What follows belongs to an exercise in optimizing a design on an open flow for small area and a short achievable clock period; a production flow would make more cautious choices. In this exercise RTL edits were held to simulation tests only and were not proved equivalent to the original. Power is estimated from default activity; no workload was simulated.

==> flow/design.v (excerpt) <==
module arena_top
(
    input  logic                    Clk,
    input  logic                    rst_n,
    input  logic                    wb_cyc,
    input  logic                    wb_stb,
    input  logic                    wb_we,
    input  logic [3-1:0] wb_adr,
    input  logic [31:0]             wb_dat_w,
    output logic [31:0]             wb_dat_r,
    output logic                    wb_ack,
    input  arena_pkg::coord_t                  pix_x,
    input  arena_pkg::coord_t                  pix_y,
    input  logic                    pix_valid,
    input  logic                    frame_tick
);
    localparam int CW = 10;
    localparam int NS = 4;
    function automatic logic lt11(input logic [CW:0] a, input logic [CW:0] b);
        logic [15:0] g;
        logic [15:0] l;
        g = '0;
        l = '0;
        g[CW:0] = ~a & b;
        l[CW:0] = a & ~b;
        for (int s = 1; s < 16; s = s * 2) begin
            for (int i = 0; i + s < 16; i = i + 2 * s) begin
                g[i] = g[i+s] | (~l[i+s] & g[i]);
                l[i] = l[i+s] | (~g[i+s] & l[i]);
            end
        end
        lt11 = g[0];
    endfunction
    function automatic logic [CW-1:0] inc10(input logic [CW-1:0] c);
        logic [CW-1:0] m;    
        for (int i = 0; i < CW; i++) begin
            m = {CW{1'b1}} >> (CW - i);
            inc10[i] = c[i] ^ (&(c | ~m));
        end
    endfunction
    function automatic logic [CW-1:0] dec10(input logic [CW-1:0] c);
        logic [CW-1:0] m;    
        for (int i = 0; i < CW; i++) begin
            m = {CW{1'b1}} >> (CW - i);
            dec10[i] = c[i] ^ ~(|(c & m));
        end
    endfunction
    logic          start_cmd;
    logic          play_q;           
    logic          dead_r;           
    logic          dead_q;           
    logic          restart;
    logic [CW-1:0] player_x, player_y;
    logic [CW-1:0] bullet_x, bullet_y;
    logic          bullet_en;
    logic [1:0]    spawn_idx;
    logic [15:0]   score_base;       
    logic [NS-1:0] kill_q;           
    logic [NS-1:0] alive_q;          
    logic [NS-1:0][CW-1:0] mon_x;
    logic [NS-1:0][CW-1:0] mon_y;
    logic [NS-1:0][3:0]    mv;       
    logic          play, dead;
    logic [NS-1:0] alive;
  ...
For scale: roughly 3100 cells after synthesis, ~200 flip-flops, about 95 I/O pins.
Settings: LEC_CHECK=0, ABC_AREA=1, CAP_MARGIN=20, CORE_MARGIN=2, CORE_UTILIZATION=55, SETUP_SLACK_MARGIN=3.5, SLEW_MARGIN=20, TNS_END_PERCENT=0; clock period 5.8 ns.
standard.sh (not shown) runs the stock make flow with config.mk's settings and CLKGATE_MAP_FILE= SYNTH_SCRIPT=/design/flow/synth_recipe.tcl, a recipe that flattens the netlist after the stock synthesis.
==> flow/flow/run.sh <==
#!/bin/bash
# The standard layout with these changes:
#  - synthesis maps with the ABC script in flow/abc_area.script (selected by
#    ABC_AREA=1) and leaves adders to ABC (no ADDER_MAP_FILE); the rest of the
#    ORFS scripts are unchanged copies
#  - the port buffers are plain buf cells, which the timing repair can resize
#  - timing repair may resize cells to other footprints
#  - the slow low-power clock inverters (clkinvlp) and the slower variants of
#    cells that have a faster one of the same area are added to the
#    platform's don't-use list, so logic is not mapped onto them
set -euo pipefail
PLATFORM_DONT_USE="sky130_fd_sc_hd__probe_p_8 sky130_fd_sc_hd__probec_p_8 sky130_fd_sc_hd__lpflow_bleeder_1 sky130_fd_sc_hd__lpflow_clkbufkapwr_1 sky130_fd_sc_hd__lpflow_clkbufkapwr_16 sky130_fd_sc_hd__lpflow_clkbufkapwr_2 sky130_fd_sc_hd__lpflow_clkbufkapwr_4 sky130_fd_sc_hd__lpflow_clkbufkapwr_8 sky130_fd_sc_hd__lpflow_clkinvkapwr_1 sky130_fd_sc_hd__lpflow_clkinvkapwr_16 sky130_fd_sc_hd__lpflow_clkinvkapwr_2 sky130_fd_sc_hd__lpflow_clkinvkapwr_4 sky130_fd_sc_hd__lpflow_clkinvkapwr_8 sky130_fd_sc_hd__lpflow_decapkapwr_12 sky130_fd_sc_hd__lpflow_decapkapwr_3 sky130_fd_sc_hd__lpflow_decapkapwr_4 sky130_fd_sc_hd__lpflow_decapkapwr_6 sky130_fd_sc_hd__lpflow_decapkapwr_8 sky130_fd_sc_hd__lpflow_inputiso0n_1 sky130_fd_sc_hd__lpflow_inputiso0p_1 sky130_fd_sc_hd__lpflow_inputiso1n_1 sky130_fd_sc_hd__lpflow_inputiso1p_1 sky130_fd_sc_hd__lpflow_inputisolatch_1 sky130_fd_sc_hd__lpflow_isobufsrc_1 sky130_fd_sc_hd__lpflow_isobufsrc_16 sky130_fd_sc_hd__lpflow_isobufsrc_2 sky130_fd_sc_hd__lpflow_isobufsrc_4 sky130_fd_sc_hd__lpflow_isobufsrc_8 sky130_fd_sc_hd__lpflow_isobufsrckapwr_16 sky130_fd_sc_hd__lpflow_lsbuf_lh_hl_isowell_tap_1 sky130_fd_sc_hd__lpflow_lsbuf_lh_hl_isowell_tap_2 sky130_fd_sc_hd__lpflow_lsbuf_lh_hl_isowell_tap_4 sky130_fd_sc_hd__lpflow_lsbuf_lh_isowell_4 sky130_fd_sc_hd__lpflow_lsbuf_lh_isowell_tap_1 sky130_fd_sc_hd__lpflow_lsbuf_lh_isowell_tap_2 sky130_fd_sc_hd__lpflow_lsbuf_lh_isowell_tap_4"
SLOW_SAME_AREA="sky130_fd_sc_hd__o21ai_0 sky130_fd_sc_hd__a21boi_0 sky130_fd_sc_hd__and2_0 sky130_fd_sc_hd__o311ai_0 sky130_fd_sc_hd__or2_0"
rm -rf scripts_copy
cp -r "$FLOW_HOME/scripts" scripts_copy
cp flow/abc_area.script scripts_copy/abc_area.script
bash standard.sh "SCRIPTS_DIR=$PWD/scripts_copy" ADDER_MAP_FILE= \
    "BUFFER_PORTS_ARGS=-buffer_cell sky130_fd_sc_hd__buf_2" \
    MATCH_CELL_FOOTPRINT=0 \
    "DONT_USE_CELLS=$PLATFORM_DONT_USE sky130_fd_sc_hd__clkinvlp_2 sky130_fd_sc_hd__clkinvlp_4 $SLOW_SAME_AREA" \
    finish > standard_flow.log 2>&1
==> flow/flow/abc_area.script <==
strash
balance
rewrite
refactor
balance
rewrite
rewrite -z
balance
refactor -z
rewrite -z
balance
dc2
balance
dch -f
map -B 0.9
topo
stime -c
buffer -c
upsize -c
dnsize -c
Rerun with:
==> flow/flow/run.sh (replaced) <==
#!/bin/bash
# The standard layout with these changes:
#  - synthesis maps with the ABC script in flow/abc_area.script (selected by
#    ABC_AREA=1) and leaves adders to ABC (no ADDER_MAP_FILE); the rest of the
#    ORFS scripts are unchanged copies
#  - the port buffers are plain buf cells, which the timing repair can resize
#  - timing repair may resize cells to other footprints
set -euo pipefail
rm -rf scripts_copy
cp -r "$FLOW_HOME/scripts" scripts_copy
cp flow/abc_area.script scripts_copy/abc_area.script
bash standard.sh "SCRIPTS_DIR=$PWD/scripts_copy" ADDER_MAP_FILE= \
    "BUFFER_PORTS_ARGS=-buffer_cell sky130_fd_sc_hd__buf_4" \
    MATCH_CELL_FOOTPRINT=0 finish > standard_flow.log 2>&1
==> flow/flow/abc_area.script (replaced) <==
strash
dc2
balance
dch -f
map -B 0.9
topo
stime -c
buffer -c
upsize -c
dnsize -c
--- a/flow/config.mk
+++ b/flow/config.mk
@@ -11,3 +11,3 @@
 export CORE_UTILIZATION = 55
-export SETUP_SLACK_MARGIN = 3.5
+export SETUP_SLACK_MARGIN = 3.0
 export SLEW_MARGIN = 20
=> Global-route usage shrinks by 2.1 points. Register-to-register slack is worse by 0.29 ns. Setup slack is worse by 0.40 ns. First-iteration DRC count shrinks by 0.85%. Core utilization shrinks by 1.3 points. Wire length shrinks by 7.0%.
Rerun with:
--- a/flow/flow/run.sh
+++ b/flow/flow/run.sh
@@ -12,3 +12,3 @@
 bash standard.sh "SCRIPTS_DIR=$PWD/scripts_copy" ADDER_MAP_FILE= \
-    "BUFFER_PORTS_ARGS=-buffer_cell sky130_fd_sc_hd__buf_4" \
+    "BUFFER_PORTS_ARGS=-buffer_cell sky130_fd_sc_hd__buf_2" \
     MATCH_CELL_FOOTPRINT=0 finish > standard_flow.log 2>&1
--- a/flow/config.mk
+++ b/flow/config.mk
@@ -11,3 +11,4 @@
 export CORE_UTILIZATION = 55
-export SETUP_SLACK_MARGIN = 3.0
+export CTS_BUF_LIST = sky130_fd_sc_hd__clkbuf_4 sky130_fd_sc_hd__clkbuf_8
+export SETUP_SLACK_MARGIN = 3.5
 export SLEW_MARGIN = 20
Sequential cell count does not change.
Combinational power grows by a few percent.
Setup slack gains 0.31 ns.
Routed wire length goes up slightly.
Die area is unchanged.
Global-route usage climbs by 0.31 points.
Via count rose slightly.

## afterwards: timing with drivers on the ports
In the flow no input, the clock included, has a driving cell. The finished layouts below were timed again as built, in two steps.
Step 1 assumes that a clkbuf_16 drives the clock port and a buf_2 every other input.
Step 2 adds t to the input delays and takes it off the output delays; t is the mean of the earliest and latest rising clock arrival at the registers after step 1. Input paths then give back, and output paths get back, about the clock's delay inside the block.
Slacks: ideal / step 1 / step 2; pairs: ideal / step 1.
| run | t, ns | setup WS [ns] | worst hold slack (ns) | worst setup path after step 2 | worst register clock-pin slew, ns |
|---|---|---|---|---|---|
| the first run | 0.529 | 3.261 / 3.249 / 2.720 | 0.449 / 0.449 / 0.449 | input to register | 0.09 / 0.09 |
| the second run | 0.528 | 2.865 / 2.898 / 2.370 | 0.475 / 0.475 / 0.475 | input to register | 0.09 / 0.09 |
| the third run | 0.593 | 3.175 / 3.158 / 2.565 | 0.482 / 0.482 / 0.482 | input to register | 0.13 / 0.13 |
After both steps every run listed still meets setup and hold. For the third run, which loses most, drivers alone change the setup slack by -0.017 ns; drivers and shift together by -0.610 ns.
